Source: an optimization exercise on an open RTL-to-GDS flow (aim: a short achievable clock period and few clock cycles per item). Production flows keep margins and buffers that such runs may drop. At most, simulation tests tie the RTL to the original design; equivalence was not proved. The clock port is modelled as an ideal driver; clocking choices that lean on that would not hold on a real chip. Power is estimated from default activity; no workload was simulated.

==> run R: inputs <==
==> flow/design.v <==
package enbl_pkg;
	localparam int TIME_W      = 32;
	localparam int CNT_W       = 16;
	localparam int SECS_W      = 16;
	localparam int CFG_IDX_W   = 2;
	localparam int CFG_DATA_W  = 16;
	localparam int DRAIN_W     = 3;
	localparam int LOG_DEPTH_DEF = 8;
	localparam logic [SECS_W-1:0]  MIN_BACKOFF_S = 16'd30;
	localparam logic [TIME_W-1:0]  MS_PER_S      = 32'd1000;
	localparam logic [TIME_W-1:0]  DEBOUNCE_MS   = 32'd1000;
	localparam logic [TIME_W-1:0]  WRAP_LIMIT    = 32'd65536000;
	localparam logic [DRAIN_W-1:0] MAX_DRAIN     = 3'd7;
	localparam logic [CNT_W-1:0]   CNT_MAX       = 16'hFFFF;
	localparam logic [CFG_IDX_W-1:0] CFG_ENABLED         = 2'd0;
	localparam logic [CFG_IDX_W-1:0] CFG_RISING_EDGE     = 2'd1;
	localparam logic [CFG_IDX_W-1:0] CFG_BACKOFF_SECONDS = 2'd2;
	localparam logic RPT_STATUS = 1'b0;
	localparam logic RPT_ENTRY  = 1'b1;
	localparam logic [3:0] S_IDLE = 4'b0001;
	localparam logic [3:0] S_EVAL = 4'b0010;
	localparam logic [3:0] S_READ = 4'b0100;
	localparam logic [3:0] S_WAIT = 4'b1000;
endpackage
import enbl_pkg::*;
module edge_notify_backoff_logger #(
	parameter int LOG_DEPTH = LOG_DEPTH_DEF
) (
	input  logic                  clk,
	input  logic                  arst_n,
	input  logic                  tick_valid,
	output logic                  tick_ready,
	input  logic [TIME_W-1:0]     tick_time_ms,
	input  logic                  tick_pin_level,
	output logic                  report_valid,
	input  logic                  report_ready,
	output logic                  report_type,
	output logic                  report_push_request,
	output logic                  report_led_state,
	output logic                  report_backoff_ended,
	output logic [CNT_W-1:0]      report_suppressed_count,
	output logic [CNT_W-1:0]      report_overrun_total,
	output logic [TIME_W-1:0]     report_log_time,
	output logic                  report_last,
	input  logic                  cfg_we,
	input  logic [CFG_IDX_W-1:0]  cfg_index,
	input  logic [CFG_DATA_W-1:0] cfg_data
);
	localparam int IW = 3;
	localparam int WW = 26;    
	localparam int BW = 1 + 1 + 1 + 1 + CNT_W + CNT_W + TIME_W + 1;
	function automatic logic [CNT_W-1:0] sat_inc(input logic [CNT_W-1:0] v);
		sat_inc = (v == CNT_MAX) ? v : v + 1'b1;
	endfunction
	logic              en_q;
	logic              rise_q;
	logic [SECS_W-1:0] secs_q;
	logic [SECS_W+1:0] m3_q;
	logic [WW-1:0]     win_q;
	logic              prev_q, primed_q, active_q, wp_q, wet_gt_q;
	logic [TIME_W-1:0] wet_q, deb_lim_q;
	logic [CNT_W-1:0]  supp_q, ovr_q;
	logic [IW-1:0]     wr_q, rd_q, cnt_q;
	logic [TIME_W-1:0] ring_q [8];
	logic              drain_q;
	logic [IW-1:0]     dptr_q, left_q;
	logic [CNT_W-1:0]  dovr_q;
	logic              rdy_q, hv_q, sv_q;
	logic [TIME_W-1:0] h_t, s2_t;
	logic              h_p, s2_p;
	logic              acc, pop, sv_n;
	assign tick_ready = rdy_q;
	assign acc = tick_valid && rdy_q;
	always_ff @(posedge clk) begin
		if (!sv_q) begin
			s2_t <= tick_time_ms;
			s2_p <= tick_pin_level;
		end
		if (!hv_q || pop) begin
			h_t <= sv_q ? s2_t : tick_time_ms;
			h_p <= sv_q ? s2_p : tick_pin_level;
		end
	end
	always_comb begin
		if (sv_q) begin
			sv_n = !pop;
		end else begin
			sv_n = acc && hv_q && !pop;
		end
	end
	always_ff @(posedge clk or negedge arst_n) begin
		if (!arst_n) begin
			rdy_q <= 1'b1;
			hv_q  <= 1'b0;
			sv_q  <= 1'b0;
		end else begin
			sv_q  <= sv_n;
			rdy_q <= !sv_n;
			if (!hv_q || pop) begin
				hv_q <= sv_q || acc;
			end
		end
	end
	logic              p_v, p_load;
	logic [TIME_W-1:0] p_t;
	logic [16:0]       p_lo, p_tlo;
	logic              p_p, p_le_win, p_lt_win;
	always_ff @(posedge clk or negedge arst_n) begin
		if (!arst_n) begin
			p_v <= 1'b0;
		end else if (p_load) begin
			p_v <= hv_q;
		end
	end
	always_ff @(posedge clk) begin
		if (p_load) begin
			p_t      <= h_t;
			p_p      <= h_p;
			p_lo     <= {1'b0, h_t[15:0]} + {1'b0, win_q[15:0]};
			p_tlo    <= {1'b0, h_t[15:0]} + 17'(DEBOUNCE_MS);
			p_le_win <= h_t <= {6'b0, win_q};
			p_lt_win <= h_t < {6'b0, win_q};
		end
	end
	logic [16:0] p_hi, p_thi;
	always_comb begin
		p_hi  = {1'b0, p_t[31:16]} + {7'b0, win_q[WW-1:16]} + {16'b0, p_lo[16]};
		p_thi = {1'b0, p_t[31:16]} + {16'b0, p_tlo[16]};
	end
	logic              r_v, r_load;
	logic [TIME_W-1:0] r_t, r_sum, r_tp1k;
	logic              r_hit, r_p, r_carry, r_le_win, r_wfb, r_gt_deb, r_ge_wet;
	logic              e_go, produce;
	logic              hit, open_win, supp_hit, wrap_fix, log_we, full;
	logic              wp1, wp2, act_or, ge_end, ended, act_n, more;
	logic [CNT_W-1:0]  supp_n, ovr1;
	logic [IW-1:0]     cnt1, rd1;
	logic              o_v, s_v, o_load;
	logic [BW-1:0]     o_d, s_d, b_d;
	assign produce = (drain_q || r_v) && !s_v;
	assign e_go    = r_v && !drain_q && !s_v;
	assign r_load  = !r_v || e_go;
	assign p_load  = !p_v || r_load;
	assign pop     = hv_q && p_load;
	logic c_deb_old, c_deb_fwd, c_wet_old, c_wet_fwd;
	logic f_prev, f_primed, f_hit, f_lt_win;
	always_comb begin
		f_prev    = (e_go && en_q) ? r_p : prev_q;
		f_primed  = (e_go && en_q) ? 1'b1 : primed_q;
		f_hit     = en_q && f_primed && (rise_q ? (p_p && !f_prev) : (!p_p && f_prev));
		f_lt_win  = p_lt_win;
		c_deb_old = p_t > deb_lim_q;
		c_deb_fwd = p_t > r_tp1k;
		c_wet_old = p_t >= wet_q;
		c_wet_fwd = p_t >= r_sum;
	end
	always_ff @(posedge clk or negedge arst_n) begin
		if (!arst_n) begin
			r_v <= 1'b0;
		end else if (r_load) begin
			r_v <= p_v;
		end
	end
	always_ff @(posedge clk) begin
		if (r_load) begin
			r_t      <= p_t;
			r_p      <= p_p;
			r_sum    <= {p_hi[15:0], p_lo[15:0]};
			r_carry  <= p_hi[16];
			r_tp1k   <= {p_thi[15:0], p_tlo[15:0]};
			r_hit    <= f_hit;
			r_le_win <= p_le_win;
			r_wfb    <= en_q && f_primed && !f_hit && f_lt_win;
			if (e_go) begin
				r_gt_deb <= hit ? c_deb_fwd : c_deb_old;
				r_ge_wet <= open_win ? c_wet_fwd : (wrap_fix || c_wet_old);
			end else begin
				r_gt_deb <= c_deb_old;
				r_ge_wet <= c_wet_old;
			end
		end
	end
	always_comb begin
		hit      = r_hit;
		open_win = hit && !active_q;
		supp_hit = hit && active_q && r_gt_deb;
		wrap_fix = r_wfb && wet_gt_q;
		log_we   = open_win || supp_hit;
		wp1    = wp_q || (open_win && r_carry);
		wp2    = wp1 && !r_le_win;
		ge_end = open_win ? r_carry : (wrap_fix || r_ge_wet);
		act_or = active_q || open_win;
		ended  = act_or && !wp2 && ge_end;
		act_n  = act_or && !ended;
		if (open_win) begin
			supp_n = '0;
		end else if (supp_hit) begin
			supp_n = sat_inc(supp_q);
		end else begin
			supp_n = supp_q;
		end
		full = log_we && (cnt_q == 3'd7);
		cnt1 = (log_we && !full) ? cnt_q + 1'b1 : cnt_q;
		rd1  = full ? rd_q + 1'b1 : rd_q;
		ovr1 = full ? sat_inc(ovr_q) : ovr_q;
		more = ended && (log_we || (cnt_q != '0));
	end
	logic cfg_en_w;
	assign cfg_en_w = cfg_we && (cfg_index == CFG_ENABLED);
	always_ff @(posedge clk or negedge arst_n) begin
		if (!arst_n) begin
			en_q      <= 1'b0;
			rise_q    <= 1'b1;
			secs_q    <= MIN_BACKOFF_S;
			m3_q      <= 18'(3 * MIN_BACKOFF_S);
			win_q     <= WW'(MIN_BACKOFF_S * MS_PER_S);
			prev_q    <= 1'b0;
			primed_q  <= 1'b0;
			active_q  <= 1'b0;
			wp_q      <= 1'b0;
			wet_q     <= '0;
			wet_gt_q  <= 1'b0;
			deb_lim_q <= DEBOUNCE_MS;
			supp_q    <= '0;
			ovr_q     <= '0;
			wr_q      <= '0;
			rd_q      <= '0;
			cnt_q     <= '0;
			drain_q   <= 1'b0;
			dptr_q    <= '0;
			left_q    <= '0;
			dovr_q    <= '0;
		end else begin
			if (e_go) begin
				if (hit) begin
					deb_lim_q <= r_tp1k;
				end
				if (open_win) begin
					wet_q    <= r_sum;
					wet_gt_q <= r_sum > WRAP_LIMIT;
				end else if (wrap_fix) begin
					wet_q    <= '0;
					wet_gt_q <= 1'b0;
				end
				supp_q   <= supp_n;
				if (ended) begin
					wr_q  <= '0;
					rd_q  <= '0;
					cnt_q <= '0;
					ovr_q <= '0;
				end else begin
					wr_q  <= log_we ? wr_q + 1'b1 : wr_q;
					rd_q  <= rd1;
					cnt_q <= cnt1;
					ovr_q <= ovr1;
				end
				if (more) begin
					drain_q <= 1'b1;
					dptr_q  <= rd1;
					left_q  <= cnt1;
					dovr_q  <= ovr1;
				end
			end else if (drain_q && !s_v) begin
				dptr_q <= dptr_q + 1'b1;
				left_q <= left_q - 1'b1;
				if (left_q == 3'd1) begin
					drain_q <= 1'b0;
				end
			end
			if (cfg_en_w) begin
				en_q     <= cfg_data[0];
				active_q <= 1'b0;
				wp_q     <= 1'b0;
				primed_q <= 1'b0;
			end else if (e_go) begin
				active_q <= act_n;
				wp_q     <= wp2;
				if (en_q) begin
					primed_q <= 1'b1;
					prev_q   <= r_p;
				end
			end
			if (cfg_we && (cfg_index == CFG_RISING_EDGE)) begin
				rise_q <= cfg_data[0];
			end
			if (cfg_we && (cfg_index == CFG_BACKOFF_SECONDS)) begin
				secs_q <= (cfg_data < MIN_BACKOFF_S) ? MIN_BACKOFF_S : cfg_data;
			end
			m3_q  <= {2'b0, secs_q} + {1'b0, secs_q, 1'b0};
			win_q <= {secs_q, 10'b0} - {5'b0, m3_q, 3'b0};
		end
	end
	always_ff @(posedge clk) begin
		for (int k = 0; k < 8; k++) begin
			if (e_go && log_we && (wr_q == IW'(k))) begin
				ring_q[k] <= r_t;
			end
		end
	end
	always_comb begin
		if (drain_q) begin
			b_d = {RPT_ENTRY, 1'b0, 1'b0, 1'b1, supp_q, dovr_q, ring_q[dptr_q], (left_q == 3'd1)};
		end else begin
			b_d = {RPT_STATUS, open_win, act_n, ended, supp_n, ovr1, {TIME_W{1'b0}}, !more};
		end
	end
	assign o_load = !o_v || report_ready;
	always_ff @(posedge clk or negedge arst_n) begin
		if (!arst_n) begin
			o_v <= 1'b0;
			s_v <= 1'b0;
		end else begin
			if (o_load) begin
				o_v <= s_v || produce;
			end
			if (s_v) begin
				s_v <= !o_load;
			end else begin
				s_v <= produce && !o_load;
			end
		end
	end
	always_ff @(posedge clk) begin
		if (!s_v) begin
			s_d <= b_d;
		end
		if (o_load) begin
			o_d <= s_v ? s_d : b_d;
		end
	end
	assign report_valid = o_v;
	assign {report_type, report_push_request, report_led_state, report_backoff_ended,
		report_suppressed_count, report_overrun_total, report_log_time, report_last} = o_d;
endmodule
==> flow/flow/run.sh <==
#!/bin/bash
set -euo pipefail
bash standard.sh SETUP_SLACK_MARGIN=5.8 finish > standard_finish.log 2>&1
==> flow/standard.sh <==
#!/bin/bash
# synth_recipe.tcl (not shown) runs the flow's synth.tcl, then flattens the netlist and writes it again
# the make line also repeats each setting of config.mk as NAME=value (left out here)
make -C /OpenROAD-flow-scripts/flow DESIGN_CONFIG=/design/flow/config.mk WORK_HOME=/design/flow/orfs CLKGATE_MAP_FILE= SYNTH_SCRIPT=/design/flow/synth_recipe.tcl "${@:-finish}"
==> flow/config.mk <==
export PLATFORM = sky130hd
export DESIGN_NAME = edge_notify_backoff_logger
export DESIGN_NICKNAME = edge_notify_backoff_logger
export VERILOG_FILES = /design/flow/design.v
export SDC_FILE = /design/flow/constraint.sdc
export NUM_CORES = 4
export LEC_CHECK = 0
export ABC_CLOCK_PERIOD_IN_PS = 2500
export CAP_MARGIN = 20
export CORE_MARGIN = 2
export CORE_UTILIZATION = 40
export PLACE_DENSITY = 0.6
export SETUP_SLACK_MARGIN = 5
export SLEW_MARGIN = 20
==> flow/constraint.sdc <==
create_clock -name core_clock -period 8.0 [get_ports {clk}]
set_input_delay 1.6000 -clock core_clock [delete_from_list [all_inputs] [get_ports {clk}]]
set_output_delay 1.6000 -clock core_clock [all_outputs]
set_load 0.01 [all_outputs]
==> run B: changes against run R <==
--- a/flow/design.v
+++ b/flow/design.v
@@ -57,2 +57,3 @@
 	logic [SECS_W-1:0] secs_q;
+	logic [SECS_W-1:0] sh_q;
 	logic [SECS_W+1:0] m3_q;
@@ -92,3 +93,3 @@
 		if (!arst_n) begin
-			rdy_q <= 1'b1;
+			rdy_q <= 1'b0;
 			hv_q  <= 1'b0;
@@ -105,3 +106,4 @@
 	logic [TIME_W-1:0] p_t;
-	logic [16:0]       p_lo, p_tlo;
+	logic [16:0]       p_lo, p_tlo, p_hi0, p_hi1;
+	logic [15:0]       p_thi1;
 	logic              p_p, p_le_win, p_lt_win;
@@ -120,2 +122,5 @@
 			p_tlo    <= {1'b0, h_t[15:0]} + 17'(DEBOUNCE_MS);
+			p_hi0    <= {1'b0, h_t[31:16]} + {7'b0, win_q[WW-1:16]};
+			p_hi1    <= {1'b0, h_t[31:16]} - ~{7'b0, win_q[WW-1:16]};
+			p_thi1   <= h_t[31:16] + 16'd1;
 			p_le_win <= h_t <= {6'b0, win_q};
@@ -124,6 +129,7 @@
 	end
-	logic [16:0] p_hi, p_thi;
+	logic [16:0] p_hi;
+	logic [15:0] p_thi;
 	always_comb begin
-		p_hi  = {1'b0, p_t[31:16]} + {7'b0, win_q[WW-1:16]} + {16'b0, p_lo[16]};
-		p_thi = {1'b0, p_t[31:16]} + {16'b0, p_tlo[16]};
+		p_hi  = p_lo[16] ? p_hi1 : p_hi0;
+		p_thi = p_tlo[16] ? p_thi1 : p_t[31:16];
 	end
@@ -214,4 +220,2 @@
 			secs_q    <= MIN_BACKOFF_S;
-			m3_q      <= 18'(3 * MIN_BACKOFF_S);
-			win_q     <= WW'(MIN_BACKOFF_S * MS_PER_S);
 			prev_q    <= 1'b0;
@@ -288,4 +292,2 @@
 			end
-			m3_q  <= {2'b0, secs_q} + {1'b0, secs_q, 1'b0};
-			win_q <= {secs_q, 10'b0} - {5'b0, m3_q, 3'b0};
 		end
@@ -293,2 +295,7 @@
 	always_ff @(posedge clk) begin
+		sh_q  <= secs_q;
+		m3_q  <= {2'b0, secs_q} + {1'b0, secs_q, 1'b0};
+		win_q <= {sh_q, 10'b0} - {5'b0, m3_q, 3'b0};
+	end
+	always_ff @(posedge clk) begin
 		for (int k = 0; k < 8; k++) begin
@@ -322,2 +329,3 @@
 	end
+	logic [BW-1:0] c_d;
 	always_ff @(posedge clk) begin
@@ -326,4 +334,9 @@
 		end
-		if (o_load) begin
-			o_d <= s_v ? s_d : b_d;
+		o_d <= o_load ? (s_v ? s_d : b_d) : c_d;
+	end
+	always_ff @(posedge clk or negedge arst_n) begin
+		if (!arst_n) begin
+			c_d <= '0;
+		end else if (o_load) begin
+			c_d <= s_v ? s_d : b_d;
 		end
==> flow/flow/run.sh (replaced) <==
#!/bin/bash
set -euo pipefail
here=$(pwd)
bash standard.sh SETUP_SLACK_MARGIN=5.3 PRE_CTS_TCL="$here/flow/pre_cts.tcl" finish > standard_finish.log 2>&1
==> flow/flow/pre_cts.tcl (new file) <==
# Move each flip-flop that drives an output port's buffer next to that
# buffer, then legalize the placement.
set block [ord::get_db_block]
set core [$block getCoreArea]
set cx [expr {([$core xMin] + [$core xMax]) / 2}]
set cy [expr {([$core yMin] + [$core yMax]) / 2}]
set moved 0
foreach bt [$block getBTerms] {
  if {[$bt getIoType] ne "OUTPUT"} { continue }
  set net [$bt getNet]
  if {$net eq "NULL"} { continue }
  set drv "NULL"
  foreach it [$net getITerms] {
    if {[$it isOutputSignal]} { set drv $it }
  }
  if {$drv eq "NULL"} { continue }
  set buf [$drv getInst]
  set in "NULL"
  foreach it [$buf getITerms] {
    if {[$it isInputSignal] && [$it getNet] ne "NULL"} { set in [$it getNet] }
  }
  if {$in eq "NULL"} { continue }
  set fdrv "NULL"
  foreach it [$in getITerms] {
    if {[$it isOutputSignal]} { set fdrv $it }
  }
  if {$fdrv eq "NULL"} { continue }
  set ff [$fdrv getInst]
  if {![[$ff getMaster] isSequential]} { continue }
  # only move a flop whose output feeds just this buffer and little else
  if {[llength [$in getITerms]] > 3} { continue }
  set bb [$buf getBBox]
  set bx [$bb xMin]
  set by [$bb yMin]
  # step from the buffer toward the core centre
  set dx [expr {$cx > $bx ? 1 : -1}]
  set dy [expr {$cy > $by ? 1 : -1}]
  set w [[$ff getMaster] getWidth]
  if {abs($cx - $bx) > abs($cy - $by)} {
    set nx [expr {$bx + $dx * ($w + 1000)}]
    set ny $by
  } else {
    set nx $bx
    set ny [expr {$by + $dy * 5440}]
  }
  $ff setLocation $nx $ny
  incr moved
}
puts "pre_cts: moved $moved output flip-flops next to their port buffers"
detailed_placement
- CORE_UTILIZATION: 40 -> 58
- PLACE_DENSITY: 0.6 -> 0.75
==> run Z: changes against run R <==
==> flow/design.v, changed modules only <==
module edge_notify_backoff_logger #(
	parameter int LOG_DEPTH = LOG_DEPTH_DEF
) (
	input  logic                  clk,
	input  logic                  arst_n,
	input  logic                  tick_valid,
	output logic                  tick_ready,
	input  logic [TIME_W-1:0]     tick_time_ms,
	input  logic                  tick_pin_level,
	output logic                  report_valid,
	input  logic                  report_ready,
	output logic                  report_type,
	output logic                  report_push_request,
	output logic                  report_led_state,
	output logic                  report_backoff_ended,
	output logic [CNT_W-1:0]      report_suppressed_count,
	output logic [CNT_W-1:0]      report_overrun_total,
	output logic [TIME_W-1:0]     report_log_time,
	output logic                  report_last,
	input  logic                  cfg_we,
	input  logic [CFG_IDX_W-1:0]  cfg_index,
	input  logic [CFG_DATA_W-1:0] cfg_data
);
	localparam int IW = 3;
	localparam int BW = 1 + 1 + 1 + 1 + CNT_W + CNT_W + TIME_W + 1;
	function automatic logic [TIME_W-1:0] window_ms(input logic [SECS_W-1:0] secs);
		window_ms = TIME_W'((secs < MIN_BACKOFF_S) ? MIN_BACKOFF_S : secs) * MS_PER_S;
	endfunction
	function automatic logic [CNT_W-1:0] sat_inc(input logic [CNT_W-1:0] v);
		sat_inc = (v == CNT_MAX) ? v : v + 1'b1;
	endfunction
	logic              en_q;
	logic              rise_q;
	logic [TIME_W-1:0] win_q;
	logic [SECS_W-1:0] secs_q;
	logic                  cw_q;
	logic [CFG_IDX_W-1:0]  ci_q;
	logic [CFG_DATA_W-1:0] cd_q;
	logic              prev_q, primed_q, active_q, wp_q, wet_gt_q;
	logic [TIME_W-1:0] wet_q, deb_lim_q;
	logic [CNT_W-1:0]  supp_q, ovr_q;
	logic [IW-1:0]     wr_q, rd_q, cnt_q;
	logic [TIME_W-1:0] ring_q [8];
	logic              drain_q;
	logic [IW-1:0]     dptr_q, left_q;
	logic [CNT_W-1:0]  dovr_q;
	logic              rdy_q, hv_q, sv_q;
	logic [TIME_W-1:0] h_t, s2_t;
	logic              h_p, s2_p;
	logic              acc, pop;
	assign tick_ready = rdy_q;
	assign acc = tick_valid && rdy_q;
	always_ff @(posedge clk) begin
		if (!sv_q) begin
			s2_t <= tick_time_ms;
			s2_p <= tick_pin_level;
		end
		if (!hv_q || pop) begin
			h_t <= sv_q ? s2_t : tick_time_ms;
			h_p <= sv_q ? s2_p : tick_pin_level;
		end
	end
	logic sv_n;
	always_comb begin
		if (sv_q) begin
			sv_n = !pop;
		end else begin
			sv_n = acc && hv_q && !pop;
		end
	end
	always_ff @(posedge clk or negedge arst_n) begin
		if (!arst_n) begin
			rdy_q <= 1'b1;
			hv_q  <= 1'b0;
			sv_q  <= 1'b0;
		end else begin
			sv_q  <= sv_n;
			rdy_q <= !sv_n;
			if (!hv_q || pop) begin
				hv_q <= sv_q || acc;
			end
		end
	end
	logic              r_v;
	logic [TIME_W-1:0] r_t, r_sum, r_tp1k;
	logic              r_hit, r_p, r_carry, r_le_win, r_lt_win, r_gt_deb, r_ge_wet;
	logic              e_go, produce, r_load;
	logic              hit, open_win, supp_hit, wrap_fix, log_we, full;
	logic              wp1, wp2, act_or, ge_end, ended, act_n, more;
	logic [CNT_W-1:0]  supp_n, ovr1;
	logic [IW-1:0]     cnt1, rd1;
	logic              o_v, s_v, o_load;
	logic [BW-1:0]     o_d, s_d, b_d;
	assign produce = (drain_q || r_v) && !s_v;
	assign e_go    = r_v && !drain_q && !s_v;
	assign r_load  = !r_v || e_go;
	assign pop     = hv_q && r_load;
	always_comb begin
		hit      = r_hit;
		open_win = hit && !active_q;
		supp_hit = hit && active_q && r_gt_deb;
		wrap_fix = en_q && primed_q && !hit && r_lt_win && wet_gt_q;
		log_we   = open_win || supp_hit;
		wp1    = wp_q || (open_win && r_carry);
		wp2    = wp1 && !r_le_win;
		ge_end = open_win ? r_carry : (wrap_fix ? 1'b1 : r_ge_wet);
		act_or = active_q || open_win;
		ended  = act_or && !wp2 && ge_end;
		act_n  = act_or && !ended;
		if (open_win) begin
			supp_n = '0;
		end else if (supp_hit) begin
			supp_n = sat_inc(supp_q);
		end else begin
			supp_n = supp_q;
		end
		full = log_we && (cnt_q == 3'd7);
		cnt1 = (log_we && !full) ? cnt_q + 1'b1 : cnt_q;
		rd1  = full ? rd_q + 1'b1 : rd_q;
		ovr1 = full ? sat_inc(ovr_q) : ovr_q;
		more = ended && (cnt1 != '0);
	end
	logic [TIME_W:0] p_sum;
	logic            c_deb_old, c_deb_fwd, c_wet_old, c_wet_fwd;
	logic            f_prev, f_primed;
	always_comb begin
		f_prev    = (e_go && en_q) ? r_p : prev_q;
		f_primed  = (e_go && en_q) ? 1'b1 : primed_q;
		p_sum     = {1'b0, h_t} + {1'b0, win_q};
		c_deb_old = h_t > deb_lim_q;
		c_deb_fwd = h_t > r_tp1k;
		c_wet_old = h_t >= wet_q;
		c_wet_fwd = h_t >= r_sum;
	end
	always_ff @(posedge clk or negedge arst_n) begin
		if (!arst_n) begin
			r_v <= 1'b0;
		end else if (r_load) begin
			r_v <= hv_q;
		end
	end
	always_ff @(posedge clk) begin
		if (r_load) begin
			r_t      <= h_t;
			r_p      <= h_p;
			r_hit    <= en_q && f_primed &&
				(rise_q ? (h_p && !f_prev) : (!h_p && f_prev));
			r_sum    <= p_sum[TIME_W-1:0];
			r_carry  <= p_sum[TIME_W];
			r_tp1k   <= h_t + DEBOUNCE_MS;
			r_le_win <= h_t <= win_q;
			r_lt_win <= h_t < win_q;
			if (e_go) begin
				r_gt_deb <= hit ? c_deb_fwd : c_deb_old;
				r_ge_wet <= open_win ? c_wet_fwd : (wrap_fix ? 1'b1 : c_wet_old);
			end else begin
				r_gt_deb <= c_deb_old;
				r_ge_wet <= c_wet_old;
			end
		end
	end
	always_ff @(posedge clk or negedge arst_n) begin
		if (!arst_n) begin
			en_q      <= 1'b0;
			rise_q    <= 1'b1;
			win_q     <= window_ms(MIN_BACKOFF_S);
			secs_q    <= MIN_BACKOFF_S;
			prev_q    <= 1'b0;
			primed_q  <= 1'b0;
			active_q  <= 1'b0;
			wp_q      <= 1'b0;
			wet_q     <= '0;
			wet_gt_q  <= 1'b0;
			deb_lim_q <= DEBOUNCE_MS;
			supp_q    <= '0;
			ovr_q     <= '0;
			wr_q      <= '0;
			rd_q      <= '0;
			cnt_q     <= '0;
			drain_q   <= 1'b0;
			dptr_q    <= '0;
			left_q    <= '0;
			dovr_q    <= '0;
		end else begin
			if (e_go) begin
				if (en_q) begin
					primed_q <= 1'b1;
					prev_q   <= r_p;
				end
				if (hit) begin
					deb_lim_q <= r_tp1k;
				end
				if (open_win) begin
					wet_q    <= r_sum;
					wet_gt_q <= r_sum > WRAP_LIMIT;
				end else if (wrap_fix) begin
					wet_q    <= '0;
					wet_gt_q <= 1'b0;
				end
				wp_q     <= wp2;
				active_q <= act_n;
				supp_q   <= supp_n;
				if (ended) begin
					wr_q  <= '0;
					rd_q  <= '0;
					cnt_q <= '0;
					ovr_q <= '0;
				end else begin
					wr_q  <= log_we ? wr_q + 1'b1 : wr_q;
					rd_q  <= rd1;
					cnt_q <= cnt1;
					ovr_q <= ovr1;
				end
				if (more) begin
					drain_q <= 1'b1;
					dptr_q  <= rd1;
					left_q  <= cnt1;
					dovr_q  <= ovr1;
				end
			end else if (drain_q && !s_v) begin
				dptr_q <= dptr_q + 1'b1;
				left_q <= left_q - 1'b1;
				if (left_q == 3'd1) begin
					drain_q <= 1'b0;
				end
			end
			win_q <= TIME_W'(secs_q) * MS_PER_S;
			if (cw_q) begin
				case (ci_q)
					CFG_ENABLED: begin
						en_q     <= cd_q[0];
						active_q <= 1'b0;
						wp_q     <= 1'b0;
						primed_q <= 1'b0;
					end
					CFG_RISING_EDGE: begin
						rise_q <= cd_q[0];
					end
					CFG_BACKOFF_SECONDS: begin
						secs_q <= (cd_q < MIN_BACKOFF_S) ? MIN_BACKOFF_S : cd_q;
					end
					default: begin
					end
				endcase
			end
		end
	end
	always_ff @(posedge clk or negedge arst_n) begin
		if (!arst_n) begin
			cw_q <= 1'b0;
		end else begin
			cw_q <= cfg_we;
		end
	end
	always_ff @(posedge clk) begin
		ci_q <= cfg_index;
		cd_q <= cfg_data;
	end
	always_ff @(posedge clk) begin
		for (int k = 0; k < 8; k++) begin
			if (e_go && log_we && (wr_q == IW'(k))) begin
				ring_q[k] <= r_t;
			end
		end
	end
	always_comb begin
		if (drain_q) begin
			b_d = {RPT_ENTRY, 1'b0, 1'b0, 1'b1, supp_q, dovr_q, ring_q[dptr_q], (left_q == 3'd1)};
		end else begin
			b_d = {RPT_STATUS, open_win, act_n, ended, supp_n, ovr1, {TIME_W{1'b0}}, !more};
		end
	end
	assign o_load = !o_v || report_ready;
	always_ff @(posedge clk or negedge arst_n) begin
		if (!arst_n) begin
			o_v <= 1'b0;
			s_v <= 1'b0;
		end else begin
			if (o_load) begin
				o_v <= s_v || produce;
			end
			if (s_v) begin
				s_v <= !o_load;
			end else begin
				s_v <= produce && !o_load;
			end
		end
	end
	always_ff @(posedge clk) begin
		if (!s_v) begin
			s_d <= b_d;
		end
		if (o_load) begin
			o_d <= s_v ? s_d : b_d;
		end
	end
	assign report_valid = o_v;
	assign {report_type, report_push_request, report_led_state, report_backoff_ended,
		report_suppressed_count, report_overrun_total, report_log_time, report_last} = o_d;
endmodule
==> flow/run.sh (new file) <==
#!/bin/bash
# synth_recipe.tcl (not shown) runs the flow's synth.tcl, then flattens the netlist and writes it again
# the make line also repeats each setting of config.mk as NAME=value (left out here)
make -C /OpenROAD-flow-scripts/flow DESIGN_CONFIG=/design/flow/config.mk WORK_HOME=/design/flow/orfs CLKGATE_MAP_FILE= SYNTH_SCRIPT=/design/flow/synth_recipe.tcl finish
removed: flow/flow/run.sh
removed: flow/standard.sh
==> qor summary <==
	run R	run B	run Z
Outcome	complete, no violations	complete, no violations	complete, no violations
Number of filler cells placed in the layout	7,363	4,775	7,585
Number of synthesized flops with an enable pin	518	499	455
Pin slew with the least headroom to its limit	854.3 ps	776.9 ps	1019 ps
Worst path depth	1	1	16
Share of flip-flops with an asynchronous set or reset	0.2430	0.2382	0.2394
TritonCTS sink count	819	953	756
Total iterations of the first detailed-routing run	7	10	5
Tot Pwr	18,830 uW	19,680 uW	19,540 uW
Multiplexer share of the synthesized area	0.02744	0.04935	0.02170
P_clk	4190 uW	4560 uW	4020 uW
Vias in the first global route	24,660	25,870	23,680
End point of the worst hold path	p_p$_DFFE_PN_	r_sum[11]$_DFFE_PP_	secs_q[12]$_DFFE_PN0P_
GR Layer Usage met1	0.2521	0.3346	0.2250
Sequential fraction of total cell area	0.4966	0.5479	0.4991
Routed wire length on met2	46,130 um	43,280 um	40,280 um
Clock transition at the register clock pins on the worst setup and hold paths after CTS	60 ps	60 ps	50 ps
Worst Hold Margin	414.3 ps	408.5 ps	443.7 ps
Timing-limited maximum frequency	347.9 MHz	357.8 MHz	218.0 MHz
Inserted tap cell count	1,165	931	1,155
Synthesized-area fraction occupied by ao, oa, aoi and oai cells	0.1194	0.1122	0.1279
R2r endpoint	win_q[24]$_DFF_PN0_	r_ge_wet$_DFFE_PP_	win_q[24]$_DFF_PN0_
Number of standard cells in the layout, taps in and fillers out	4,435	4,340	4,216
Design area	45,570 um^2	46,130 um^2	41,330 um^2
Wire length per cell after detailed routing	20.69 um	20.25 um	19.00 um
Testbench counts of run B, summed over its fixed seeds: cycles 5,991, ticks 4,800.
Testbench counts of run Z, summed over its fixed seeds: cycles 5,983, ticks 4,800.
Only the layout flow was run in run R; the RTL was not checked for function there.

[what the ideal ports hide]
How much do the figures lean on ideal ports? The routed layouts below were timed once more, with nothing changed but the port constraints. Step 1 sets driving cells, clkbuf_16 on the clock port and buf_2 on the other inputs (assumed; they add their load-dependent delay and slew). Step 2 adds t to the input delays and takes it off the output delays; t is the mean of the earliest and latest rising clock arrival at the registers after step 1. Input paths then give back, and output paths get back, about the clock's delay inside the block. Three values: ideal, step 1, step 2; two values: the first two.
run	t, ns	slack for setup (ns)	hold slack, ns	worst register clock-pin slew, ns	pins driven straight from the clock port
run R	0.702	5.126 / 5.064 / 5.116	0.414 / 0.414 / 0.414	0.07 / 0.07	1
run B	0.708	5.205 / 5.139 / 4.747	0.408 / 0.408 / 0.408	0.07 / 0.07	1
run Z	0.690	3.413 / 3.413 / 3.413	0.444 / 0.444 / 0.444	0.06 / 0.06	1
After both steps every run listed still meets setup and hold. The setup slack of run B, which loses most, moves by -0.066 ns with the drivers and by -0.458 ns with both steps.
